From an optimization exercise on the open Yosys and OpenROAD flow, aimed at small area; shortcuts taken in it are not production practice. At most, simulation tests tie the RTL to the original design; equivalence was not proved. Only the layout flow was run in run 1; the RTL was not checked for function there.

==> flow/design.v, too long to show whole: its modules and the start of the top module <==
// module input_loader: 7 lines
// module nn_fa: 4 lines
// module nn_fa1: 4 lines
// module nn_ha: 4 lines
// module nn_benc: 4 lines
// module nn_benc0: 3 lines
// module nn_bsel: 3 lines
// module nn_bselp: 3 lines
// module nn_benc7u: 4 lines
// module nn_bseln: 3 lines
// module nn_bsel0: 3 lines
// module mac_b: 634 lines
// module nn_cpa_mac_b: 141 lines
// module mac_bu: 630 lines
// module nn_cpa_mac_bu: 141 lines
// module nn_top: 145 lines
module nn_top (
	input  logic          clk,
	input  logic          rst_n,
	input  logic          in_valid_d,
	input  nn_pkg::data_t data_point,
	input  logic          in_valid_w1,
	input  nn_pkg::data_t weight1,
	input  logic          in_valid_w2,
	input  nn_pkg::data_t weight2,
	output logic          out_valid,
	output nn_pkg::data_t out
);
  // ...
==> flow/flow/run.sh <==
#!/bin/bash
# Standard synthesis; then every combinational cell of the netlist is set to
# its smallest drive strength before the standard layout steps, whose timing
# and design repair size up what needs it.  Ports get the smallest buffer;
# the clock tree is built without dummy loads.
set -euo pipefail
bash standard.sh synth > synth_stage.log 2>&1
NET=orfs/results/sky130hd/nn_top/base/1_2_yosys.v
python3 flow/downsize.py $NET > downsize.log 2>&1
bash standard.sh REMOVE_ABC_BUFFERS=1 "BUFFER_PORTS_ARGS=-buffer_cell sky130_fd_sc_hd__buf_1" \
  "CTS_ARGS=-sink_clustering_enable -repair_clock_nets -sink_clustering_size 16 -sink_clustering_max_diameter 80 -buf_list sky130_fd_sc_hd__clkbuf_8 -dont_use_dummy_load" \
  finish > layout_stage.log 2>&1
==> flow/flow/downsize.py <==
#!/usr/bin/env python3
"""Swap each combinational cell of the synthesized netlist for the smallest
drive strength of the same cell (same function and pins).  Timing repair in
the later steps sizes up what needs it."""
import re, sys
LIB = "/OpenROAD-flow-scripts/flow/platforms/sky130hd/lib/sky130_fd_sc_hd__tt_025C_1v80.lib"
txt = open(LIB).read()
area = {}
for c in re.split(r'\n\s*cell\s*\(', txt)[1:]:
    n = re.match(r'\s*"?(\w+)"?', c).group(1)
    a = re.search(r'area\s*:\s*([\d.]+)', c)
    if a:
        area[n] = float(a.group(1))
SKIP = re.compile(r'__(df|edf|sdf|dl|clk|conb|tap|fill|decap|buf|inv|probe|lpflow|mux2i|ebuf|einv)')
def target(cell):
    if SKIP.search(cell):
        return cell
    m = re.match(r'(sky130_fd_sc_hd__\w+?)_(\d+)$', cell)
    if not m:
        return cell
    best = cell
    for d in ("0", "1"):
        cand = f"{m.group(1)}_{d}"
        if cand in area and area[cand] < area[best]:
            best = cand
    return best
path = sys.argv[1]
net = open(path).read()
swaps = {}
def sub(m):
    t = target(m.group(1))
    if t != m.group(1):
        swaps[(m.group(1), t)] = swaps.get((m.group(1), t), 0) + 1
    return m.group(0).replace(m.group(1), t, 1)
net = re.sub(r'^(\s*sky130_fd_sc_hd__\w+)(?=\s)', lambda m: sub2(m), net, flags=re.M) if False else \
      re.sub(r'(?m)^\s*(sky130_fd_sc_hd__\w+)\s', sub, net)
open(path, "w").write(net)
for (a, b), n in sorted(swaps.items()):
    print(f"{n:5d} {a} -> {b}")
==> flow/standard.sh <==
#!/bin/bash
# synth_recipe.tcl (not shown) runs the flow's synth.tcl, then flattens the netlist and writes it again
# the make line also repeats each setting of config.mk as NAME=value (left out here)
make -C /OpenROAD-flow-scripts/flow DESIGN_CONFIG=/design/flow/config.mk WORK_HOME=/design/flow/orfs CLKGATE_MAP_FILE= SYNTH_SCRIPT=/design/flow/synth_recipe.tcl "${@:-finish}"
==> flow/config.mk <==
export PLATFORM = sky130hd
export DESIGN_NAME = nn_top
export DESIGN_NICKNAME = nn_top
export VERILOG_FILES = /design/flow/design.v
export SDC_FILE = /design/flow/constraint.sdc
export NUM_CORES = 4
export LEC_CHECK = 0
export CAP_MARGIN = 20
export CORE_MARGIN = 2
export CORE_UTILIZATION = 70
export SLEW_MARGIN = 20
export SYNTH_HIERARCHICAL = 1
==> flow/constraint.sdc <==
create_clock -name core_clock -period 8.0 [get_ports {clk}]
set_input_delay 1.6000 -clock core_clock [delete_from_list [all_inputs] [get_ports {clk}]]
set_output_delay 1.6000 -clock core_clock [all_outputs]
set_load 0.01 [all_outputs]
==> impl_metrics.tcl, run 1 <==
set metrics [dict create \
    status "complete, no violations" \
    final_util 0.763 \
    met3_length_mm 7.41 \
    ant_nets 0 \
    slowest_delay_ns 0.69 \
    top_layer "met4" \
    fin_skew_ns 0.0810 \
    nonClockInverterCount 60 \
    yosys_warnings 7 \
    flops_and_latches 352 \
    antenna_cells 0 \
    cts_hold_buf 0 \
    tns_ns 0 \
    rsz0062_at_grt "no" \
    n_all_buffers 180 \
    worst_path_most_repeated_cell "fa_1" \
    synth_cells 2476 \
    portBuffers 69 \
    fmax_ghz 0.141 \
    placed_cells 3215 \
    grt_pass1_vias 22665 \
    top_register "w1" \
    cts_buffers 29 \
    core_um2 43300 \
]
==> module nn_benc, before the edit <==
module nn_benc (input wire b2, input wire b1, input wire b0, output wire one, output wire two);
	assign one = b1 ^ b0;
	assign two = (b2 & ~b1 & ~b0) | (~b2 & b1 & b0);
endmodule
==> module nn_benc0, before the edit <==
module nn_benc0 (input wire b2, input wire b1, output wire two);
	assign two = b2 & ~b1;
endmodule
==> module mac_b, before the edit <==
module mac_b (
	input  wire [15:0] a,
	input  wire [15:0] b,
	input  wire [15:0] acc,
	output wire [15:0] y
);
	wire one0;
	wire two0;
	wire neg0;
	wire p1;
	wire p2;
	wire p3;
	wire p4;
	wire p5;
	wire p6;
	wire p7;
	wire p8;
	wire p9;
	wire p10;
	wire p11;
	wire p12;
	wire p13;
	wire p14;
	wire p15;
	wire p16;
	wire p17;
	wire ns18;
	wire one1;
	wire two1;
	wire neg1;
	wire p19;
	wire p20;
	wire p21;
	wire p22;
	wire p23;
	wire p24;
	wire p25;
	wire p26;
	wire p27;
	wire p28;
	wire p29;
	wire p30;
	wire p31;
	wire p32;
	wire p33;
	wire p34;
	wire p35;
	wire one2;
	wire two2;
	wire neg2;
	wire p36;
	wire p37;
	wire p38;
	wire p39;
	wire p40;
	wire p41;
	wire p42;
	wire p43;
	wire p44;
	wire p45;
	wire p46;
	wire p47;
	wire p48;
	wire p49;
	wire p50;
	wire p51;
	wire p52;
	wire one3;
	wire two3;
	wire neg3;
	wire p53;
	wire p54;
	wire p55;
	wire p56;
	wire p57;
	wire p58;
	wire p59;
	wire p60;
	wire p61;
	wire p62;
	wire p63;
	wire p64;
	wire p65;
	wire p66;
	wire p67;
	wire p68;
	wire p69;
	wire one4;
	wire two4;
	wire neg4;
	wire p70;
	wire p71;
	wire p72;
	wire p73;
	wire p74;
	wire p75;
	wire p76;
	wire p77;
	wire p78;
	wire p79;
	wire p80;
	wire p81;
	wire p82;
	wire p83;
	wire p84;
	wire p85;
	wire one5;
	wire two5;
	wire neg5;
	wire p86;
	wire p87;
	wire p88;
	wire p89;
	wire p90;
	wire p91;
	wire p92;
	wire p93;
	wire p94;
	wire p95;
	wire p96;
	wire p97;
	wire p98;
	wire p99;
	wire one6;
	wire two6;
	wire neg6;
	wire p100;
	wire p101;
	wire p102;
	wire p103;
	wire p104;
	wire p105;
	wire p106;
	wire p107;
	wire p108;
	wire p109;
	wire p110;
	wire p111;
	wire one7;
	wire two7;
	wire neg7;
	wire p112;
	wire p113;
	wire p114;
	wire p115;
	wire p116;
	wire p117;
	wire p118;
	wire p119;
	wire p120;
	wire p121;
	wire s122;
	wire c123;
	wire s124;
	wire c125;
	wire s126;
	wire c127;
	wire s128;
	wire c129;
	wire s130;
	wire c131;
	wire s132;
	wire c133;
	wire s134;
	wire c135;
	wire s136;
	wire c137;
	wire s138;
	wire c139;
	wire s140;
	wire c141;
	wire s142;
	wire c143;
	wire s144;
	wire c145;
	wire s146;
	wire c147;
	wire s148;
	wire c149;
	wire s150;
	wire c151;
	wire s152;
	wire c153;
	wire s154;
	wire c155;
	wire s156;
	wire c157;
	wire s158;
	wire c159;
	wire s160;
	wire c161;
	wire s162;
	wire c163;
	wire s164;
	wire c165;
	wire s166;
	wire c167;
	wire s168;
	wire c169;
	wire s170;
	wire c171;
	wire s172;
	wire c173;
	wire s174;
	wire c175;
	wire s176;
	wire c177;
	wire s178;
	wire c179;
	wire s180;
	wire c181;
	wire s182;
	wire c183;
	wire s184;
	wire c185;
	wire s186;
	wire c187;
	wire s188;
	wire c189;
	wire s190;
	wire c191;
	wire s192;
	wire c193;
	wire s194;
	wire c195;
	wire s196;
	wire c197;
	wire s198;
	wire c199;
	wire s200;
	wire c201;
	wire s202;
	wire c203;
	wire s204;
	wire c205;
	wire s206;
	wire c207;
	wire s208;
	wire c209;
	wire s210;
	wire c211;
	wire s212;
	wire c213;
	wire s214;
	wire c215;
	wire s216;
	wire c217;
	wire s218;
	wire c219;
	wire s220;
	wire c221;
	wire s222;
	wire c223;
	wire s224;
	wire c225;
	wire s226;
	wire c227;
	wire s228;
	wire c229;
	wire s230;
	wire c231;
	wire s232;
	wire c233;
	wire s234;
	wire c235;
	wire s236;
	wire c237;
	wire s238;
	wire c239;
	wire s240;
	wire c241;
	wire s242;
	wire c243;
	wire s244;
	wire c245;
	wire s246;
	wire c247;
	wire s248;
	wire c249;
	wire s250;
	wire c251;
	wire s252;
	wire c253;
	wire s254;
	wire c255;
	wire s256;
	wire c257;
	wire s258;
	wire c259;
	wire s260;
	wire c261;
	wire s262;
	wire c263;
	wire s264;
	wire c265;
	wire s266;
	wire c267;
	wire s268;
	wire c269;
	wire s270;
	wire c271;
	wire s272;
	wire c273;
	wire s274;
	wire c275;
	wire s276;
	wire c277;
	wire s278;
	wire c279;
	wire s280;
	wire c281;
	wire s282;
	wire c283;
	wire s284;
	wire c285;
	wire s286;
	wire c287;
	wire s288;
	wire c289;
	wire s290;
	wire c291;
	wire s292;
	wire c293;
	wire s294;
	wire c295;
	wire s296;
	wire c297;
	wire s298;
	wire c299;
	wire s300;
	wire c301;
	wire s302;
	wire c303;
	wire s304;
	wire c305;
	wire s306;
	wire c307;
	wire s308;
	wire c309;
	wire s310;
	wire c311;
	wire s312;
	wire c313;
	wire s314;
	wire c315;
	wire s316;
	wire c317;
	wire s318;
	wire c319;
	wire s320;
	wire c321;
	wire s322;
	wire c323;
	wire s324;
	wire s325;
	wire s326;
	wire s327;
	wire s328;
	assign one0 = b[0];
	assign neg0 = b[1];
	nn_benc0 ue0 (.b2(b[1]), .b1(b[0]), .two(two0));
	nn_bsel0 up1 (.one(one0), .neg(neg0), .a0(a[0]), .p(p1));
	nn_bsel up2 (.one(one0), .two(two0), .neg(neg0), .ak(a[1]), .akm1(a[0]), .p(p2));
	nn_bsel up3 (.one(one0), .two(two0), .neg(neg0), .ak(a[2]), .akm1(a[1]), .p(p3));
	nn_bsel up4 (.one(one0), .two(two0), .neg(neg0), .ak(a[3]), .akm1(a[2]), .p(p4));
	nn_bsel up5 (.one(one0), .two(two0), .neg(neg0), .ak(a[4]), .akm1(a[3]), .p(p5));
	nn_bsel up6 (.one(one0), .two(two0), .neg(neg0), .ak(a[5]), .akm1(a[4]), .p(p6));
	nn_bsel up7 (.one(one0), .two(two0), .neg(neg0), .ak(a[6]), .akm1(a[5]), .p(p7));
	nn_bsel up8 (.one(one0), .two(two0), .neg(neg0), .ak(a[7]), .akm1(a[6]), .p(p8));
	nn_bsel up9 (.one(one0), .two(two0), .neg(neg0), .ak(a[8]), .akm1(a[7]), .p(p9));
	nn_bsel up10 (.one(one0), .two(two0), .neg(neg0), .ak(a[9]), .akm1(a[8]), .p(p10));
	nn_bsel up11 (.one(one0), .two(two0), .neg(neg0), .ak(a[10]), .akm1(a[9]), .p(p11));
	nn_bsel up12 (.one(one0), .two(two0), .neg(neg0), .ak(a[11]), .akm1(a[10]), .p(p12));
	nn_bsel up13 (.one(one0), .two(two0), .neg(neg0), .ak(a[12]), .akm1(a[11]), .p(p13));
	nn_bsel up14 (.one(one0), .two(two0), .neg(neg0), .ak(a[13]), .akm1(a[12]), .p(p14));
	nn_bsel up15 (.one(one0), .two(two0), .neg(neg0), .ak(a[14]), .akm1(a[13]), .p(p15));
	nn_bsel up16 (.one(one0), .two(two0), .neg(neg0), .ak(a[15]), .akm1(a[14]), .p(p16));
	nn_bsel up17 (.one(one0), .two(two0), .neg(neg0), .ak(a[15]), .akm1(a[15]), .p(p17));
	assign ns18 = ~p17;
	assign neg1 = b[3];
	nn_benc ue1 (.b2(b[3]), .b1(b[2]), .b0(b[1]), .one(one1), .two(two1));
	nn_bsel0 up19 (.one(one1), .neg(neg1), .a0(a[0]), .p(p19));
	nn_bsel up20 (.one(one1), .two(two1), .neg(neg1), .ak(a[1]), .akm1(a[0]), .p(p20));
	nn_bsel up21 (.one(one1), .two(two1), .neg(neg1), .ak(a[2]), .akm1(a[1]), .p(p21));
	nn_bsel up22 (.one(one1), .two(two1), .neg(neg1), .ak(a[3]), .akm1(a[2]), .p(p22));
	nn_bsel up23 (.one(one1), .two(two1), .neg(neg1), .ak(a[4]), .akm1(a[3]), .p(p23));
	nn_bsel up24 (.one(one1), .two(two1), .neg(neg1), .ak(a[5]), .akm1(a[4]), .p(p24));
	nn_bsel up25 (.one(one1), .two(two1), .neg(neg1), .ak(a[6]), .akm1(a[5]), .p(p25));
	nn_bsel up26 (.one(one1), .two(two1), .neg(neg1), .ak(a[7]), .akm1(a[6]), .p(p26));
	nn_bsel up27 (.one(one1), .two(two1), .neg(neg1), .ak(a[8]), .akm1(a[7]), .p(p27));
	nn_bsel up28 (.one(one1), .two(two1), .neg(neg1), .ak(a[9]), .akm1(a[8]), .p(p28));
	nn_bsel up29 (.one(one1), .two(two1), .neg(neg1), .ak(a[10]), .akm1(a[9]), .p(p29));
	nn_bsel up30 (.one(one1), .two(two1), .neg(neg1), .ak(a[11]), .akm1(a[10]), .p(p30));
	nn_bsel up31 (.one(one1), .two(two1), .neg(neg1), .ak(a[12]), .akm1(a[11]), .p(p31));
	nn_bsel up32 (.one(one1), .two(two1), .neg(neg1), .ak(a[13]), .akm1(a[12]), .p(p32));
	nn_bsel up33 (.one(one1), .two(two1), .neg(neg1), .ak(a[14]), .akm1(a[13]), .p(p33));
	nn_bsel up34 (.one(one1), .two(two1), .neg(neg1), .ak(a[15]), .akm1(a[14]), .p(p34));
	nn_bseln up35 (.one(one1), .two(two1), .neg(neg1), .ak(a[15]), .akm1(a[15]), .p(p35));
	assign neg2 = b[5];
	nn_benc ue2 (.b2(b[5]), .b1(b[4]), .b0(b[3]), .one(one2), .two(two2));
	nn_bsel0 up36 (.one(one2), .neg(neg2), .a0(a[0]), .p(p36));
	nn_bsel up37 (.one(one2), .two(two2), .neg(neg2), .ak(a[1]), .akm1(a[0]), .p(p37));
	nn_bsel up38 (.one(one2), .two(two2), .neg(neg2), .ak(a[2]), .akm1(a[1]), .p(p38));
	nn_bsel up39 (.one(one2), .two(two2), .neg(neg2), .ak(a[3]), .akm1(a[2]), .p(p39));
	nn_bsel up40 (.one(one2), .two(two2), .neg(neg2), .ak(a[4]), .akm1(a[3]), .p(p40));
	nn_bsel up41 (.one(one2), .two(two2), .neg(neg2), .ak(a[5]), .akm1(a[4]), .p(p41));
	nn_bsel up42 (.one(one2), .two(two2), .neg(neg2), .ak(a[6]), .akm1(a[5]), .p(p42));
	nn_bsel up43 (.one(one2), .two(two2), .neg(neg2), .ak(a[7]), .akm1(a[6]), .p(p43));
	nn_bsel up44 (.one(one2), .two(two2), .neg(neg2), .ak(a[8]), .akm1(a[7]), .p(p44));
	nn_bsel up45 (.one(one2), .two(two2), .neg(neg2), .ak(a[9]), .akm1(a[8]), .p(p45));
	nn_bsel up46 (.one(one2), .two(two2), .neg(neg2), .ak(a[10]), .akm1(a[9]), .p(p46));
	nn_bsel up47 (.one(one2), .two(two2), .neg(neg2), .ak(a[11]), .akm1(a[10]), .p(p47));
	nn_bsel up48 (.one(one2), .two(two2), .neg(neg2), .ak(a[12]), .akm1(a[11]), .p(p48));
	nn_bsel up49 (.one(one2), .two(two2), .neg(neg2), .ak(a[13]), .akm1(a[12]), .p(p49));
	nn_bsel up50 (.one(one2), .two(two2), .neg(neg2), .ak(a[14]), .akm1(a[13]), .p(p50));
	nn_bsel up51 (.one(one2), .two(two2), .neg(neg2), .ak(a[15]), .akm1(a[14]), .p(p51));
	nn_bseln up52 (.one(one2), .two(two2), .neg(neg2), .ak(a[15]), .akm1(a[15]), .p(p52));
	assign neg3 = b[7];
	nn_benc ue3 (.b2(b[7]), .b1(b[6]), .b0(b[5]), .one(one3), .two(two3));
	nn_bsel0 up53 (.one(one3), .neg(neg3), .a0(a[0]), .p(p53));
	nn_bsel up54 (.one(one3), .two(two3), .neg(neg3), .ak(a[1]), .akm1(a[0]), .p(p54));
	nn_bsel up55 (.one(one3), .two(two3), .neg(neg3), .ak(a[2]), .akm1(a[1]), .p(p55));
	nn_bsel up56 (.one(one3), .two(two3), .neg(neg3), .ak(a[3]), .akm1(a[2]), .p(p56));
	nn_bsel up57 (.one(one3), .two(two3), .neg(neg3), .ak(a[4]), .akm1(a[3]), .p(p57));
	nn_bsel up58 (.one(one3), .two(two3), .neg(neg3), .ak(a[5]), .akm1(a[4]), .p(p58));
	nn_bsel up59 (.one(one3), .two(two3), .neg(neg3), .ak(a[6]), .akm1(a[5]), .p(p59));
	nn_bsel up60 (.one(one3), .two(two3), .neg(neg3), .ak(a[7]), .akm1(a[6]), .p(p60));
	nn_bsel up61 (.one(one3), .two(two3), .neg(neg3), .ak(a[8]), .akm1(a[7]), .p(p61));
	nn_bsel up62 (.one(one3), .two(two3), .neg(neg3), .ak(a[9]), .akm1(a[8]), .p(p62));
	nn_bsel up63 (.one(one3), .two(two3), .neg(neg3), .ak(a[10]), .akm1(a[9]), .p(p63));
	nn_bsel up64 (.one(one3), .two(two3), .neg(neg3), .ak(a[11]), .akm1(a[10]), .p(p64));
	nn_bsel up65 (.one(one3), .two(two3), .neg(neg3), .ak(a[12]), .akm1(a[11]), .p(p65));
	nn_bsel up66 (.one(one3), .two(two3), .neg(neg3), .ak(a[13]), .akm1(a[12]), .p(p66));
	nn_bsel up67 (.one(one3), .two(two3), .neg(neg3), .ak(a[14]), .akm1(a[13]), .p(p67));
	nn_bsel up68 (.one(one3), .two(two3), .neg(neg3), .ak(a[15]), .akm1(a[14]), .p(p68));
	nn_bseln up69 (.one(one3), .two(two3), .neg(neg3), .ak(a[15]), .akm1(a[15]), .p(p69));
	assign neg4 = b[9];
	nn_benc ue4 (.b2(b[9]), .b1(b[8]), .b0(b[7]), .one(one4), .two(two4));
	nn_bsel0 up70 (.one(one4), .neg(neg4), .a0(a[0]), .p(p70));
	nn_bsel up71 (.one(one4), .two(two4), .neg(neg4), .ak(a[1]), .akm1(a[0]), .p(p71));
	nn_bsel up72 (.one(one4), .two(two4), .neg(neg4), .ak(a[2]), .akm1(a[1]), .p(p72));
	nn_bsel up73 (.one(one4), .two(two4), .neg(neg4), .ak(a[3]), .akm1(a[2]), .p(p73));
	nn_bsel up74 (.one(one4), .two(two4), .neg(neg4), .ak(a[4]), .akm1(a[3]), .p(p74));
	nn_bsel up75 (.one(one4), .two(two4), .neg(neg4), .ak(a[5]), .akm1(a[4]), .p(p75));
	nn_bsel up76 (.one(one4), .two(two4), .neg(neg4), .ak(a[6]), .akm1(a[5]), .p(p76));
	nn_bsel up77 (.one(one4), .two(two4), .neg(neg4), .ak(a[7]), .akm1(a[6]), .p(p77));
	nn_bsel up78 (.one(one4), .two(two4), .neg(neg4), .ak(a[8]), .akm1(a[7]), .p(p78));
	nn_bsel up79 (.one(one4), .two(two4), .neg(neg4), .ak(a[9]), .akm1(a[8]), .p(p79));
	nn_bsel up80 (.one(one4), .two(two4), .neg(neg4), .ak(a[10]), .akm1(a[9]), .p(p80));
	nn_bsel up81 (.one(one4), .two(two4), .neg(neg4), .ak(a[11]), .akm1(a[10]), .p(p81));
	nn_bsel up82 (.one(one4), .two(two4), .neg(neg4), .ak(a[12]), .akm1(a[11]), .p(p82));
	nn_bsel up83 (.one(one4), .two(two4), .neg(neg4), .ak(a[13]), .akm1(a[12]), .p(p83));
	nn_bsel up84 (.one(one4), .two(two4), .neg(neg4), .ak(a[14]), .akm1(a[13]), .p(p84));
	nn_bsel up85 (.one(one4), .two(two4), .neg(neg4), .ak(a[15]), .akm1(a[14]), .p(p85));
	assign neg5 = b[11];
	nn_benc ue5 (.b2(b[11]), .b1(b[10]), .b0(b[9]), .one(one5), .two(two5));
	nn_bsel0 up86 (.one(one5), .neg(neg5), .a0(a[0]), .p(p86));
	nn_bsel up87 (.one(one5), .two(two5), .neg(neg5), .ak(a[1]), .akm1(a[0]), .p(p87));
	nn_bsel up88 (.one(one5), .two(two5), .neg(neg5), .ak(a[2]), .akm1(a[1]), .p(p88));
	nn_bsel up89 (.one(one5), .two(two5), .neg(neg5), .ak(a[3]), .akm1(a[2]), .p(p89));
	nn_bsel up90 (.one(one5), .two(two5), .neg(neg5), .ak(a[4]), .akm1(a[3]), .p(p90));
	nn_bsel up91 (.one(one5), .two(two5), .neg(neg5), .ak(a[5]), .akm1(a[4]), .p(p91));
	nn_bsel up92 (.one(one5), .two(two5), .neg(neg5), .ak(a[6]), .akm1(a[5]), .p(p92));
	nn_bsel up93 (.one(one5), .two(two5), .neg(neg5), .ak(a[7]), .akm1(a[6]), .p(p93));
	nn_bsel up94 (.one(one5), .two(two5), .neg(neg5), .ak(a[8]), .akm1(a[7]), .p(p94));
	nn_bsel up95 (.one(one5), .two(two5), .neg(neg5), .ak(a[9]), .akm1(a[8]), .p(p95));
	nn_bsel up96 (.one(one5), .two(two5), .neg(neg5), .ak(a[10]), .akm1(a[9]), .p(p96));
	nn_bsel up97 (.one(one5), .two(two5), .neg(neg5), .ak(a[11]), .akm1(a[10]), .p(p97));
	nn_bsel up98 (.one(one5), .two(two5), .neg(neg5), .ak(a[12]), .akm1(a[11]), .p(p98));
	nn_bsel up99 (.one(one5), .two(two5), .neg(neg5), .ak(a[13]), .akm1(a[12]), .p(p99));
	assign neg6 = b[13];
	nn_benc ue6 (.b2(b[13]), .b1(b[12]), .b0(b[11]), .one(one6), .two(two6));
	nn_bsel0 up100 (.one(one6), .neg(neg6), .a0(a[0]), .p(p100));
	nn_bsel up101 (.one(one6), .two(two6), .neg(neg6), .ak(a[1]), .akm1(a[0]), .p(p101));
	nn_bsel up102 (.one(one6), .two(two6), .neg(neg6), .ak(a[2]), .akm1(a[1]), .p(p102));
	nn_bsel up103 (.one(one6), .two(two6), .neg(neg6), .ak(a[3]), .akm1(a[2]), .p(p103));
	nn_bsel up104 (.one(one6), .two(two6), .neg(neg6), .ak(a[4]), .akm1(a[3]), .p(p104));
	nn_bsel up105 (.one(one6), .two(two6), .neg(neg6), .ak(a[5]), .akm1(a[4]), .p(p105));
	nn_bsel up106 (.one(one6), .two(two6), .neg(neg6), .ak(a[6]), .akm1(a[5]), .p(p106));
	nn_bsel up107 (.one(one6), .two(two6), .neg(neg6), .ak(a[7]), .akm1(a[6]), .p(p107));
	nn_bsel up108 (.one(one6), .two(two6), .neg(neg6), .ak(a[8]), .akm1(a[7]), .p(p108));
	nn_bsel up109 (.one(one6), .two(two6), .neg(neg6), .ak(a[9]), .akm1(a[8]), .p(p109));
	nn_bsel up110 (.one(one6), .two(two6), .neg(neg6), .ak(a[10]), .akm1(a[9]), .p(p110));
	nn_bsel up111 (.one(one6), .two(two6), .neg(neg6), .ak(a[11]), .akm1(a[10]), .p(p111));
	assign neg7 = b[15];
	nn_benc ue7 (.b2(b[15]), .b1(b[14]), .b0(b[13]), .one(one7), .two(two7));
	nn_bsel0 up112 (.one(one7), .neg(neg7), .a0(a[0]), .p(p112));
	nn_bsel up113 (.one(one7), .two(two7), .neg(neg7), .ak(a[1]), .akm1(a[0]), .p(p113));
	nn_bsel up114 (.one(one7), .two(two7), .neg(neg7), .ak(a[2]), .akm1(a[1]), .p(p114));
	nn_bsel up115 (.one(one7), .two(two7), .neg(neg7), .ak(a[3]), .akm1(a[2]), .p(p115));
	nn_bsel up116 (.one(one7), .two(two7), .neg(neg7), .ak(a[4]), .akm1(a[3]), .p(p116));
	nn_bsel up117 (.one(one7), .two(two7), .neg(neg7), .ak(a[5]), .akm1(a[4]), .p(p117));
	nn_bsel up118 (.one(one7), .two(two7), .neg(neg7), .ak(a[6]), .akm1(a[5]), .p(p118));
	nn_bsel up119 (.one(one7), .two(two7), .neg(neg7), .ak(a[7]), .akm1(a[6]), .p(p119));
	nn_bsel up120 (.one(one7), .two(two7), .neg(neg7), .ak(a[8]), .akm1(a[7]), .p(p120));
	nn_bsel up121 (.one(one7), .two(two7), .neg(neg7), .ak(a[9]), .akm1(a[8]), .p(p121));
	nn_fa us122 (.a(neg1), .b(p3), .c(p19), .s(s122), .co(c123));
	nn_fa us124 (.a(p4), .b(p20), .c(c123), .s(s124), .co(c125));
	nn_fa us126 (.a(neg2), .b(p5), .c(p21), .s(s126), .co(c127));
	nn_fa us128 (.a(p36), .b(s126), .c(c125), .s(s128), .co(c129));
	nn_fa us130 (.a(p6), .b(p22), .c(p37), .s(s130), .co(c131));
	nn_fa us132 (.a(c127), .b(s130), .c(c129), .s(s132), .co(c133));
	nn_fa us134 (.a(neg3), .b(p7), .c(p23), .s(s134), .co(c135));
	nn_fa us136 (.a(p38), .b(p53), .c(c131), .s(s136), .co(c137));
	nn_fa us138 (.a(s134), .b(s136), .c(c133), .s(s138), .co(c139));
	nn_fa us140 (.a(p8), .b(p24), .c(p39), .s(s140), .co(c141));
	nn_fa us142 (.a(p54), .b(c135), .c(s140), .s(s142), .co(c143));
	nn_fa us144 (.a(c137), .b(s142), .c(c139), .s(s144), .co(c145));
	nn_fa us146 (.a(acc[0]), .b(neg4), .c(p9), .s(s146), .co(c147));
	nn_fa us148 (.a(p25), .b(p40), .c(p55), .s(s148), .co(c149));
	nn_fa us150 (.a(p70), .b(c141), .c(s146), .s(s150), .co(c151));
	nn_fa us152 (.a(s148), .b(c143), .c(s150), .s(s152), .co(c153));
	nn_fa us154 (.a(acc[1]), .b(p10), .c(p26), .s(s154), .co(c155));
	nn_fa us156 (.a(p41), .b(p56), .c(p71), .s(s156), .co(c157));
	nn_fa us158 (.a(c147), .b(c149), .c(s154), .s(s158), .co(c159));
	nn_fa us160 (.a(s156), .b(c151), .c(s158), .s(s160), .co(c161));
	nn_fa us162 (.a(acc[2]), .b(neg5), .c(p11), .s(s162), .co(c163));
	nn_fa us164 (.a(p27), .b(p42), .c(p57), .s(s164), .co(c165));
	nn_fa us166 (.a(p72), .b(p86), .c(c155), .s(s166), .co(c167));
	nn_fa us168 (.a(c157), .b(s162), .c(s164), .s(s168), .co(c169));
	nn_fa us170 (.a(c159), .b(s166), .c(s168), .s(s170), .co(c171));
	nn_fa us172 (.a(acc[3]), .b(p12), .c(p28), .s(s172), .co(c173));
	nn_fa us174 (.a(p43), .b(p58), .c(p73), .s(s174), .co(c175));
	nn_fa us176 (.a(p87), .b(c163), .c(c165), .s(s176), .co(c177));
	nn_fa us178 (.a(s172), .b(s174), .c(c167), .s(s178), .co(c179));
	nn_fa us180 (.a(c169), .b(s176), .c(s178), .s(s180), .co(c181));
	nn_fa us182 (.a(acc[4]), .b(neg6), .c(p13), .s(s182), .co(c183));
	nn_fa us184 (.a(p29), .b(p44), .c(p59), .s(s184), .co(c185));
	nn_fa us186 (.a(p74), .b(p88), .c(p100), .s(s186), .co(c187));
	nn_fa us188 (.a(c173), .b(c175), .c(s182), .s(s188), .co(c189));
	nn_fa us190 (.a(s184), .b(s186), .c(c177), .s(s190), .co(c191));
	nn_fa us192 (.a(s188), .b(c179), .c(s190), .s(s192), .co(c193));
	nn_fa us194 (.a(acc[5]), .b(p14), .c(p30), .s(s194), .co(c195));
	nn_fa us196 (.a(p45), .b(p60), .c(p75), .s(s196), .co(c197));
	nn_fa us198 (.a(p89), .b(p101), .c(c183), .s(s198), .co(c199));
	nn_fa us200 (.a(c185), .b(c187), .c(s194), .s(s200), .co(c201));
	nn_fa us202 (.a(s196), .b(c189), .c(s198), .s(s202), .co(c203));
	nn_fa us204 (.a(s200), .b(c191), .c(s202), .s(s204), .co(c205));
	nn_fa us206 (.a(acc[6]), .b(neg7), .c(p15), .s(s206), .co(c207));
	nn_fa us208 (.a(p31), .b(p46), .c(p61), .s(s208), .co(c209));
	nn_fa us210 (.a(p76), .b(p90), .c(p102), .s(s210), .co(c211));
	nn_fa us212 (.a(p112), .b(c195), .c(c197), .s(s212), .co(c213));
	nn_fa us214 (.a(s206), .b(s208), .c(s210), .s(s214), .co(c215));
	nn_fa us216 (.a(c199), .b(c201), .c(s212), .s(s216), .co(c217));
	nn_fa us218 (.a(s214), .b(c203), .c(s216), .s(s218), .co(c219));
	nn_fa us220 (.a(acc[7]), .b(p16), .c(p32), .s(s220), .co(c221));
	nn_fa us222 (.a(p47), .b(p62), .c(p77), .s(s222), .co(c223));
	nn_fa us224 (.a(p91), .b(p103), .c(p113), .s(s224), .co(c225));
	nn_fa us226 (.a(c207), .b(c209), .c(c211), .s(s226), .co(c227));
	nn_fa us228 (.a(s220), .b(s222), .c(s224), .s(s228), .co(c229));
	nn_fa us230 (.a(c213), .b(c215), .c(s226), .s(s230), .co(c231));
	nn_fa us232 (.a(s228), .b(c217), .c(s230), .s(s232), .co(c233));
	nn_fa us234 (.a(acc[8]), .b(p17), .c(p33), .s(s234), .co(c235));
	nn_fa us236 (.a(p48), .b(p63), .c(p78), .s(s236), .co(c237));
	nn_fa us238 (.a(p92), .b(p104), .c(p114), .s(s238), .co(c239));
	nn_fa us240 (.a(c221), .b(c223), .c(c225), .s(s240), .co(c241));
	nn_fa us242 (.a(s234), .b(s236), .c(s238), .s(s242), .co(c243));
	nn_fa us244 (.a(c227), .b(c229), .c(s240), .s(s244), .co(c245));
	nn_fa us246 (.a(s242), .b(c231), .c(s244), .s(s246), .co(c247));
	nn_fa us248 (.a(acc[9]), .b(p17), .c(p34), .s(s248), .co(c249));
	nn_fa us250 (.a(p49), .b(p64), .c(p79), .s(s250), .co(c251));
	nn_fa us252 (.a(p93), .b(p105), .c(p115), .s(s252), .co(c253));
	nn_fa us254 (.a(c235), .b(c237), .c(c239), .s(s254), .co(c255));
	nn_fa us256 (.a(s248), .b(s250), .c(s252), .s(s256), .co(c257));
	nn_fa us258 (.a(c241), .b(c243), .c(s254), .s(s258), .co(c259));
	nn_fa us260 (.a(s256), .b(c245), .c(s258), .s(s260), .co(c261));
	nn_fa us262 (.a(acc[10]), .b(p35), .c(p50), .s(s262), .co(c263));
	nn_fa us264 (.a(p65), .b(p80), .c(p94), .s(s264), .co(c265));
	nn_fa us266 (.a(p106), .b(p116), .c(ns18), .s(s266), .co(c267));
	nn_fa us268 (.a(c249), .b(c251), .c(c253), .s(s268), .co(c269));
	nn_fa us270 (.a(s262), .b(s264), .c(s266), .s(s270), .co(c271));
	nn_fa us272 (.a(c255), .b(c257), .c(s268), .s(s272), .co(c273));
	nn_fa us274 (.a(s270), .b(c259), .c(s272), .s(s274), .co(c275));
	nn_fa1 us276 (.a(acc[11]), .b(p51), .s(s276), .co(c277));
	nn_fa us278 (.a(p66), .b(p81), .c(p95), .s(s278), .co(c279));
	nn_fa us280 (.a(p107), .b(p117), .c(c263), .s(s280), .co(c281));
	nn_fa us282 (.a(c265), .b(s276), .c(s278), .s(s282), .co(c283));
	nn_fa us284 (.a(c267), .b(c269), .c(s280), .s(s284), .co(c285));
	nn_fa us286 (.a(s282), .b(c271), .c(c273), .s(s286), .co(c287));
	nn_fa us288 (.a(s284), .b(c275), .c(s286), .s(s288), .co(c289));
	nn_fa us290 (.a(acc[12]), .b(p52), .c(p67), .s(s290), .co(c291));
	nn_fa us292 (.a(p82), .b(p96), .c(p108), .s(s292), .co(c293));
	nn_fa us294 (.a(p118), .b(c277), .c(c279), .s(s294), .co(c295));
	nn_fa us296 (.a(s290), .b(s292), .c(c281), .s(s296), .co(c297));
	nn_fa us298 (.a(c283), .b(s294), .c(c285), .s(s298), .co(c299));
	nn_fa us300 (.a(s296), .b(c287), .c(s298), .s(s300), .co(c301));
	nn_fa1 us302 (.a(acc[13]), .b(p68), .s(s302), .co(c303));
	nn_fa us304 (.a(p83), .b(p97), .c(p109), .s(s304), .co(c305));
	nn_fa us306 (.a(p119), .b(c291), .c(c293), .s(s306), .co(c307));
	nn_fa us308 (.a(s302), .b(s304), .c(c295), .s(s308), .co(c309));
	nn_fa us310 (.a(s306), .b(c297), .c(s308), .s(s310), .co(c311));
	nn_fa us312 (.a(c299), .b(s310), .c(c301), .s(s312), .co(c313));
	nn_fa us314 (.a(acc[14]), .b(p69), .c(p84), .s(s314), .co(c315));
	nn_fa us316 (.a(p98), .b(p110), .c(p120), .s(s316), .co(c317));
	nn_fa us318 (.a(c303), .b(c305), .c(s314), .s(s318), .co(c319));
	nn_fa us320 (.a(s316), .b(c307), .c(s318), .s(s320), .co(c321));
	nn_fa us322 (.a(c309), .b(s320), .c(c311), .s(s322), .co(c323));
	assign s324 = ~acc[15];
	assign s325 = s324 ^ p85 ^ p99;
	assign s326 = p111 ^ p121 ^ c315;
	assign s327 = c317 ^ s325 ^ c319;
	assign s328 = s326 ^ c321 ^ s327;
	wire cp0, cg0;
	nn_ha uh0 (.a(p1), .b(neg0), .s(cp0), .co(cg0));
	wire cp8, cg8;
	nn_ha uh8 (.a(c145), .b(s152), .s(cp8), .co(cg8));
	wire cp9, cg9;
	nn_ha uh9 (.a(c153), .b(s160), .s(cp9), .co(cg9));
	wire cp10, cg10;
	nn_ha uh10 (.a(c161), .b(s170), .s(cp10), .co(cg10));
	wire cp11, cg11;
	nn_ha uh11 (.a(c171), .b(s180), .s(cp11), .co(cg11));
	wire cp12, cg12;
	nn_ha uh12 (.a(c181), .b(s192), .s(cp12), .co(cg12));
	wire cp13, cg13;
	nn_ha uh13 (.a(c193), .b(s204), .s(cp13), .co(cg13));
	wire cp14, cg14;
	nn_ha uh14 (.a(c205), .b(s218), .s(cp14), .co(cg14));
	wire cp15, cg15;
	nn_ha uh15 (.a(c219), .b(s232), .s(cp15), .co(cg15));
	wire cp16, cg16;
	nn_ha uh16 (.a(c233), .b(s246), .s(cp16), .co(cg16));
	wire cp17, cg17;
	nn_ha uh17 (.a(c247), .b(s260), .s(cp17), .co(cg17));
	wire cp18, cg18;
	nn_ha uh18 (.a(c261), .b(s274), .s(cp18), .co(cg18));
	wire cp20, cg20;
	nn_ha uh20 (.a(c289), .b(s300), .s(cp20), .co(cg20));
	wire cp22, cg22;
	nn_ha uh22 (.a(c313), .b(s322), .s(cp22), .co(cg22));
	wire cp23, cg23;
	assign cp23 = c323 ^ s328;
	nn_cpa_mac_b u_cpa (.p0(cp0), .g0(cg0), .p1(p2), .p2(s122), .p3(s124), .p4(s128), .p5(s132), .p6(s138), .p7(s144), .p8(cp8), .g8(cg8), .p9(cp9), .g9(cg9), .p10(cp10), .g10(cg10), .p11(cp11), .g11(cg11), .p12(cp12), .g12(cg12), .p13(cp13), .g13(cg13), .p14(cp14), .g14(cg14), .p15(cp15), .g15(cg15), .p16(cp16), .g16(cg16), .p17(cp17), .g17(cg17), .p18(cp18), .g18(cg18), .p19(s288), .p20(cp20), .g20(cg20), .p21(s312), .p22(cp22), .g22(cg22), .p23(cp23), .y(y));
endmodule
==> run 2: changes to the inputs <==
--- a/flow/design.v
+++ b/flow/design.v
@@ -37,8 +37,11 @@
 endmodule
-module nn_benc (input wire b2, input wire b1, input wire b0, output wire one, output wire two);
+module nn_benc (input wire b2, input wire b1, input wire b0, output wire one, output wire two, output wire neg);
 	assign one = b1 ^ b0;
 	assign two = (b2 & ~b1 & ~b0) | (~b2 & b1 & b0);
+	assign neg = b2;
 endmodule
-module nn_benc0 (input wire b2, input wire b1, output wire two);
+module nn_benc0 (input wire b2, input wire b1, output wire one, output wire two, output wire neg);
+	assign one = b1;
 	assign two = b2 & ~b1;
+	assign neg = b2;
 endmodule
@@ -418,5 +421,3 @@
 	wire s328;
-	assign one0 = b[0];
-	assign neg0 = b[1];
-	nn_benc0 ue0 (.b2(b[1]), .b1(b[0]), .two(two0));
+	nn_benc0 ue0 (.b2(b[1]), .b1(b[0]), .one(one0), .two(two0), .neg(neg0));
 	nn_bsel0 up1 (.one(one0), .neg(neg0), .a0(a[0]), .p(p1));
@@ -439,4 +440,3 @@
 	assign ns18 = ~p17;
-	assign neg1 = b[3];
-	nn_benc ue1 (.b2(b[3]), .b1(b[2]), .b0(b[1]), .one(one1), .two(two1));
+	nn_benc ue1 (.b2(b[3]), .b1(b[2]), .b0(b[1]), .one(one1), .two(two1), .neg(neg1));
 	nn_bsel0 up19 (.one(one1), .neg(neg1), .a0(a[0]), .p(p19));
@@ -458,4 +458,3 @@
 	nn_bseln up35 (.one(one1), .two(two1), .neg(neg1), .ak(a[15]), .akm1(a[15]), .p(p35));
-	assign neg2 = b[5];
-	nn_benc ue2 (.b2(b[5]), .b1(b[4]), .b0(b[3]), .one(one2), .two(two2));
+	nn_benc ue2 (.b2(b[5]), .b1(b[4]), .b0(b[3]), .one(one2), .two(two2), .neg(neg2));
 	nn_bsel0 up36 (.one(one2), .neg(neg2), .a0(a[0]), .p(p36));
@@ -477,4 +476,3 @@
 	nn_bseln up52 (.one(one2), .two(two2), .neg(neg2), .ak(a[15]), .akm1(a[15]), .p(p52));
-	assign neg3 = b[7];
-	nn_benc ue3 (.b2(b[7]), .b1(b[6]), .b0(b[5]), .one(one3), .two(two3));
+	nn_benc ue3 (.b2(b[7]), .b1(b[6]), .b0(b[5]), .one(one3), .two(two3), .neg(neg3));
 	nn_bsel0 up53 (.one(one3), .neg(neg3), .a0(a[0]), .p(p53));
@@ -496,4 +494,3 @@
 	nn_bseln up69 (.one(one3), .two(two3), .neg(neg3), .ak(a[15]), .akm1(a[15]), .p(p69));
-	assign neg4 = b[9];
-	nn_benc ue4 (.b2(b[9]), .b1(b[8]), .b0(b[7]), .one(one4), .two(two4));
+	nn_benc ue4 (.b2(b[9]), .b1(b[8]), .b0(b[7]), .one(one4), .two(two4), .neg(neg4));
 	nn_bsel0 up70 (.one(one4), .neg(neg4), .a0(a[0]), .p(p70));
@@ -514,4 +511,3 @@
 	nn_bsel up85 (.one(one4), .two(two4), .neg(neg4), .ak(a[15]), .akm1(a[14]), .p(p85));
-	assign neg5 = b[11];
-	nn_benc ue5 (.b2(b[11]), .b1(b[10]), .b0(b[9]), .one(one5), .two(two5));
+	nn_benc ue5 (.b2(b[11]), .b1(b[10]), .b0(b[9]), .one(one5), .two(two5), .neg(neg5));
 	nn_bsel0 up86 (.one(one5), .neg(neg5), .a0(a[0]), .p(p86));
@@ -530,4 +526,3 @@
 	nn_bsel up99 (.one(one5), .two(two5), .neg(neg5), .ak(a[13]), .akm1(a[12]), .p(p99));
-	assign neg6 = b[13];
-	nn_benc ue6 (.b2(b[13]), .b1(b[12]), .b0(b[11]), .one(one6), .two(two6));
+	nn_benc ue6 (.b2(b[13]), .b1(b[12]), .b0(b[11]), .one(one6), .two(two6), .neg(neg6));
 	nn_bsel0 up100 (.one(one6), .neg(neg6), .a0(a[0]), .p(p100));
@@ -544,4 +539,3 @@
 	nn_bsel up111 (.one(one6), .two(two6), .neg(neg6), .ak(a[11]), .akm1(a[10]), .p(p111));
-	assign neg7 = b[15];
-	nn_benc ue7 (.b2(b[15]), .b1(b[14]), .b0(b[13]), .one(one7), .two(two7));
+	nn_benc ue7 (.b2(b[15]), .b1(b[14]), .b0(b[13]), .one(one7), .two(two7), .neg(neg7));
 	nn_bsel0 up112 (.one(one7), .neg(neg7), .a0(a[0]), .p(p112));
@@ -1192,5 +1186,3 @@
 	wire s328;
-	assign one0 = b[0];
-	assign neg0 = b[1];
-	nn_benc0 ue0 (.b2(b[1]), .b1(b[0]), .two(two0));
+	nn_benc0 ue0 (.b2(b[1]), .b1(b[0]), .one(one0), .two(two0), .neg(neg0));
 	nn_bsel0 up1 (.one(one0), .neg(neg0), .a0(a[0]), .p(p1));
@@ -1213,4 +1205,3 @@
 	assign ns18 = ~p17;
-	assign neg1 = b[3];
-	nn_benc ue1 (.b2(b[3]), .b1(b[2]), .b0(b[1]), .one(one1), .two(two1));
+	nn_benc ue1 (.b2(b[3]), .b1(b[2]), .b0(b[1]), .one(one1), .two(two1), .neg(neg1));
 	nn_bsel0 up19 (.one(one1), .neg(neg1), .a0(a[0]), .p(p19));
@@ -1232,4 +1223,3 @@
 	nn_bseln up35 (.one(one1), .two(two1), .neg(neg1), .ak(a[15]), .akm1(a[15]), .p(p35));
-	assign neg2 = b[5];
-	nn_benc ue2 (.b2(b[5]), .b1(b[4]), .b0(b[3]), .one(one2), .two(two2));
+	nn_benc ue2 (.b2(b[5]), .b1(b[4]), .b0(b[3]), .one(one2), .two(two2), .neg(neg2));
 	nn_bsel0 up36 (.one(one2), .neg(neg2), .a0(a[0]), .p(p36));
@@ -1251,4 +1241,3 @@
 	nn_bseln up52 (.one(one2), .two(two2), .neg(neg2), .ak(a[15]), .akm1(a[15]), .p(p52));
-	assign neg3 = b[7];
-	nn_benc ue3 (.b2(b[7]), .b1(b[6]), .b0(b[5]), .one(one3), .two(two3));
+	nn_benc ue3 (.b2(b[7]), .b1(b[6]), .b0(b[5]), .one(one3), .two(two3), .neg(neg3));
 	nn_bsel0 up53 (.one(one3), .neg(neg3), .a0(a[0]), .p(p53));
@@ -1270,4 +1259,3 @@
 	nn_bseln up69 (.one(one3), .two(two3), .neg(neg3), .ak(a[15]), .akm1(a[15]), .p(p69));
-	assign neg4 = b[9];
-	nn_benc ue4 (.b2(b[9]), .b1(b[8]), .b0(b[7]), .one(one4), .two(two4));
+	nn_benc ue4 (.b2(b[9]), .b1(b[8]), .b0(b[7]), .one(one4), .two(two4), .neg(neg4));
 	nn_bsel0 up70 (.one(one4), .neg(neg4), .a0(a[0]), .p(p70));
@@ -1288,4 +1276,3 @@
 	nn_bsel up85 (.one(one4), .two(two4), .neg(neg4), .ak(a[15]), .akm1(a[14]), .p(p85));
-	assign neg5 = b[11];
-	nn_benc ue5 (.b2(b[11]), .b1(b[10]), .b0(b[9]), .one(one5), .two(two5));
+	nn_benc ue5 (.b2(b[11]), .b1(b[10]), .b0(b[9]), .one(one5), .two(two5), .neg(neg5));
 	nn_bsel0 up86 (.one(one5), .neg(neg5), .a0(a[0]), .p(p86));
@@ -1304,4 +1291,3 @@
 	nn_bsel up99 (.one(one5), .two(two5), .neg(neg5), .ak(a[13]), .akm1(a[12]), .p(p99));
-	assign neg6 = b[13];
-	nn_benc ue6 (.b2(b[13]), .b1(b[12]), .b0(b[11]), .one(one6), .two(two6));
+	nn_benc ue6 (.b2(b[13]), .b1(b[12]), .b0(b[11]), .one(one6), .two(two6), .neg(neg6));
 	nn_bsel0 up100 (.one(one6), .neg(neg6), .a0(a[0]), .p(p100));
--- a/flow/config.mk
+++ b/flow/config.mk
@@ -10,2 +10,3 @@
 export CORE_UTILIZATION = 70
+export GPL_ROUTABILITY_DRIVEN = 0
 export SLEW_MARGIN = 20
==> run 2 against run 1 <==
Setup slack worse by 0.025 ns. Sequential share of layout area about the same. Still clean on timing, DRC and antenna. Global-route usage down 1.4 points. Highest routed layer unchanged. Clock skew down 0.019 ns. Die area up 0.84%. Worst hold slack better by 0.013 ns.
==> impl_metrics.tcl, run 2 <==
set metrics [dict create \
    status "complete, no violations" \
    critPathLaunchType "register" \
    ant_nets 0 \
    r2r_end "oacc[15]" \
    fin_skew_ns 0.0617 \
    slew_headroom 0.244 \
    rsz0062_at_grt "no" \
    num_io_pins 70 \
    cpMaxStageDelayCell "xor2_1" \
    tritoncts "built" \
    avgSynthCellArea_um2 12.4 \
    avgViaCountPerCell 6.62 \
    num_rows 77 \
    cts-resized-gates 0 \
    core_um2 44000 \
    cts_hold_buf 0 \
    portBuffers 69 \
    drt_iter0_drc 2286 \
    antenna_found_initial 2 \
    critPathKind "register to register" \
    final_common_cell "xnor2_1" \
    hp-start "x1[10]" \
    slew_violations 0 \
    finalCritPeriodShare 0.889 \
    grt_overflow 0 \
    drc 0 \
    use_met3 0.0576 \
    top_usage_layer "met2" \
    hold_viol 0 \
    die_area_um2 46200 \
    min_period_ns 7.11 \
    grt_pass1_vias 21876 \
    critPathMaxFanout 15 \
    largest_register_ffs 192 \
    path_clk_slew_ns 0.10 \
    fmax_ghz 0.141 \
    arrival_ns 7.68 \
    path_cells "ha_1 -> nor2b_1 -> and3_1 -> a221o_1 -> buf_4 -> xor2_1 -> a22oi_1 -> xnor2_1 -> fa_1 -> fa_1 -> fa_1 -> fa_1 -> ha_1 -> nand2_1 -> o21bai_1 -> a221oi_1 -> o21ai_0 -> a22o_1 -> ha_1 -> nor2_1 -> xnor2_1" \
    slowest_delay_ns 0.71 \
    worstPathRequired_ns 8.57 \
    hold_path_class "register to register" \
    clkSinkCount 352 \
    r2r-start "m2[1]" \
    drv_cap 0 \
    grt_max_degree 65 \
    synth_cells 2511 \
    cts_setup_buffers 0 \
    grt.met1_usage 0.482 \
    setup_viol 0 \
    final_util 0.749 \
    grt_pass1_wl_mm 124 \
    min_to "x2[10]" \
    die_h_um 215 \
    yosys_warnings 7 \
    min_path_cells 0 \
    dr.pass1.iters 7 \
    htree_levels 1 \
    reg.largest.list "w1: 192 flops, acc: 48 flops, w2: 48 flops" \
    met2_usage 0.548 \
    drive_above_1_share 0.0755 \
    clock_latency_ns 0.66 \
    synthesis.area_um2 31100 \
    area_growth_pct 6.03 \
    worst_path_most_repeated_cell "fa_1" \
    top_register "w1" \
    final_cell_mix "xnor2_1, a22oi_1, fa_1" \
    clk_path_buf_depth 3 \
    fin_nets 3218 \
    die_w_um 215 \
    cts_root_buf "clkbuf_8" \
    tns_ns 0 \
    worst-slew-pin-transition_ns 1.13 \
    hpwl_mm 58.6 \
    r2r_slack_ns 0.89 \
    grt_use_total 0.342 \
    start_util 0.707 \
    crit_path_end_kind "register" \
    detail_route.wl_per_cell_um 24.0 \
    worst_r2r_path_depth 21 \
    drt-total-wl_mm 78.0 \
    cts_buffers 28 \
    num_vias 21558 \
]
-- run 2: cell types whose count changed in the layout (fill, tap and decap cells not counted) --
cell      previous run  this run
buf_16               1         0
buf_4              109       113
clkbuf_8            29        28
diode_2              0         1
o22ai_1             25        26
o22ai_2              2         1
xor2_1              43        44
xor2_2               2         1
-- run 2: worst max path at each step --
stage | startpoint | cells past startpoint | end
after detailed placement | in_valid_d | 24 | acc[13]
after CTS | m2[1] | 21 | oacc[15]
after global routing | m2[1] | 21 | oacc[15]
after floorplan | i2[0] | 21 | oacc[15]
after global placement | in_valid_d | 24 | acc[15]
final | m2[1] | 21 | oacc[15]
-- run 2: critical path, delay by kind of cell, from the launching register on --
family | cells | cell delay (ns)
compound gates | 6 | 1.57
xor+xnor | 3 | 1.08
fa+ha+maj | 7 | 2.60
buf+inv | 1 | 0.31
flops | 1 | 0.41
simple gates | 4 | 1.09
-- run 2: cell type report --
class                      instances  area (um2)
clock buffer                      28         385
fill                            3011       11000
timing repair buffer             183        1120
antenna                            1        2.50
multi-input combinational       2040       21000
inverter                          60         225
sequential                       352        9510
tap                              592         741
-- run 2: stage by stage --
stage	cell area, um2	worst slack [ns]	hold WS (ns)	instances
2_1_floorplan	30700	0.437	0.324	2452
3_3_place_gp	32600	0.992	0.334	3226
3_5_place_dp	32600	0.865	0.335	3226
4_1_cts	33000	0.999	0.319	3254
5_1_grt	33000	0.441	0.321	3256
6_report	33000	0.891	0.325	3256
-- run 2: routing by layer --
layer	up-vias	wire, um	share of wire
met3	168	7200	0.092
li1	9366	-	-
met1	10880	31200	0.40
met2	1144	36700	0.47
met5	-	0	0
met4	0	2940	0.038
==> run 3: changes to the inputs <==
--- a/flow/config.mk
+++ b/flow/config.mk
@@ -10,3 +10,2 @@
 export CORE_UTILIZATION = 70
-export GPL_ROUTABILITY_DRIVEN = 0
 export SLEW_MARGIN = 20
==> run 3 against run 2 <==
Still clean. Setup slack got worse by 0.11 ns. Clock skew up 0.013 ns. First-iteration DRC count is 1.8% higher. Sequential share of layout area about the same.
==> impl_metrics.tcl, run 3 <==
set metrics [dict create \
    status "complete, no violations" \
    largest_register_ffs 192 \
    grt_max_degree 65 \
    tritoncts "built" \
    start_util 0.707 \
    drive_above_1_share 0.0748 \
    grt_pass1_wl_mm 127 \
    antenna_found_initial 3 \
    rsz0062_at_grt "no" \
    worstPathRequired_ns 8.55 \
    critPathLaunch "m2[1]" \
    dr.pass1.iters 10 \
    setup_viol 0 \
    die_w_um 215 \
    drt-total-wl_mm 80.2 \
    finalCritPeriodShare 0.903 \
    synthesis.area_um2 31100 \
    hpwl_mm 59.1 \
    yosys_warnings 7 \
    fin_nets 3217 \
    grt_overflow 0 \
    num_io_pins 70 \
    worst-slew-pin-transition_ns 1.17 \
    place_congestion 0.935 \
    cts_setup_buffers 0 \
    core_um2 44000 \
    num_rows 77 \
    hp-start "x1[10]" \
    critPathKind "register to register" \
    final_util 0.749 \
    die_area_um2 46200 \
    htree_levels 1 \
    place_area_um2 32600 \
    nFillCells 3075 \
    cts-resized-gates 0 \
    cts_hold_buf 0 \
    slew_violations 0 \
    path_clk_slew_ns 0.10 \
    drv_cap 0 \
    area_growth_pct 5.99 \
    fmax_ghz 0.138 \
    clock_latency_ns 0.68 \
    synth_cells 2511 \
    design_area_um2 33000 \
    grt_pass1_vias 22653 \
    portBuffers 69 \
    fin_ws_ns 0.778 \
    fin_skew_ns 0.0751 \
    cts_root_buf "clkbuf_8" \
    grt_use_total 0.354 \
    ant_nets 0 \
    arrival_ns 7.77 \
    worst_r2r_path_depth 21 \
    hold_viol 0 \
    num_vias 21789 \
    critPathLaunchType "register" \
    detail_route.wl_per_cell_um 24.6 \
    tns_ns 0 \
    final_cell_mix "xnor2_1, a22oi_1, fa_1" \
    avgViaCountPerCell 6.70 \
    avgSynthCellArea_um2 12.4 \
    drc 0 \
    top_register "w1" \
    critPathMaxFanout 18 \
    min_period_ns 7.22 \
    final_common_cell "xnor2_1" \
    drt_iter0_drc 2328 \
    hold_path_class "register to register" \
    crit_path_end_kind "register" \
    antenna_cells 0 \
    clk_path_buf_depth 3 \
    slew_headroom 0.214 \
    cts_buffers 29 \
    r2r-start "m2[1]" \
    clkSinkCount 352 \
    reg.largest.list "w1: 192 flops, acc: 48 flops, w2: 48 flops" \
    r2r_slack_ns 0.78 \
    pre_cts_ws_ns 0.809 \
    r2r_end "oacc[15]" \
    cp-endpoint "oacc[15]" \
    die_h_um 215 \
]
-- run 3: cell count changes in the layout (fill, tap and decap cells not counted), sizes merged --
cell	before	now
clkbuf	30	31
diode	1	0
buf	181	179
-- run 3: area by class of cell --
type / instances / area (um2) / area share
tap: 592 / 741 / 0.0225
sequential: 352 / 9510 / 0.288
clock buffer: 29 / 399 / 0.0121
timing repair buffer: 181 / 1110 / 0.0336
inverter: 60 / 225 / 0.00683
multi-input combinational: 2040 / 21000 / 0.637
-- run 3: worst min path at each step --
stage | end | slack (ns) | depth (start not counted)
floorplan | x2[10] | 0.32 | 0
global placement | x2[14] | 0.33 | 0
detailed placement | x2[10] | 0.33 | 0
CTS | x2[10] | 0.30 | 0
global route | x2[10] | 0.30 | 0
finish | x2[10] | 0.29 | 0
-- run 3: metal layers --
layer,GRT usage,wire [um],up-vias
li1,-,-,9364
met1,0.485,31300,10968
met2,0.570,37900,1238
met3,0.0565,7340,215
met4,0.145,3620,4
met5,0,32,-
-- run 3: stage by stage --
step                cells  hold slack, ns
floorplan            2452           0.324
global placement     3224           0.333
detailed placement   3224           0.333
CTS                  3253           0.302
global route         3254           0.296
finish               3254           0.292
-- run 3: worst max-delay path, cell delays in order (launching register included) --
cell	delay (ns)
dfrtp_1	0.40
ha_1	0.17
nor2b_1	0.62
and3_1	0.26
a221o_1	0.22
buf_4	0.35
xor2_1	0.89
a22oi_1	0.24
xnor2_1	0.21
fa_1	0.58
fa_1	0.45
fa_1	0.52
fa_1	0.42
ha_1	0.33
nand2_1	0.11
o21bai_1	0.12
a221oi_1	0.30
o21ai_0	0.24
a22o_1	0.27
ha_1	0.18
nor2_1	0.13
xnor2_1	0.14

[what the ideal ports hide]
How much do the figures lean on ideal ports? The routed layouts below were timed once more, with nothing changed but the port constraints. Step 1 (the two cells are an assumption about what drives the block):
set clk [get_ports {clk}]
set_driving_cell -lib_cell sky130_fd_sc_hd__clkbuf_16 $clk
set_driving_cell -lib_cell sky130_fd_sc_hd__buf_2 [delete_from_list [all_inputs] $clk]
Step 2 times the ports against the registers' clock, not the clock port: input delays grow and output delays shrink by t, the midpoint of the rising clock arrivals with the driver on. a / b / c = ideal ports / drivers / drivers and shift; a / b = the first two.
run | t (ns) | setup slack, ns | hold WS [ns]
run 1 | 0.683 | 0.916 / 0.916 / 0.723 | 0.311 / 0.311 / 0.311
run 2 | 0.680 | 0.891 / 0.891 / 0.765 | 0.325 / 0.325 / 0.325
run 3 | 0.699 | 0.778 / 0.778 / 0.739 | 0.292 / 0.292 / 0.292
After both steps setup and hold are still met in every run listed. The setup slack of run 1, which loses most, moves by 0.000 ns with the drivers and by -0.193 ns with both steps.
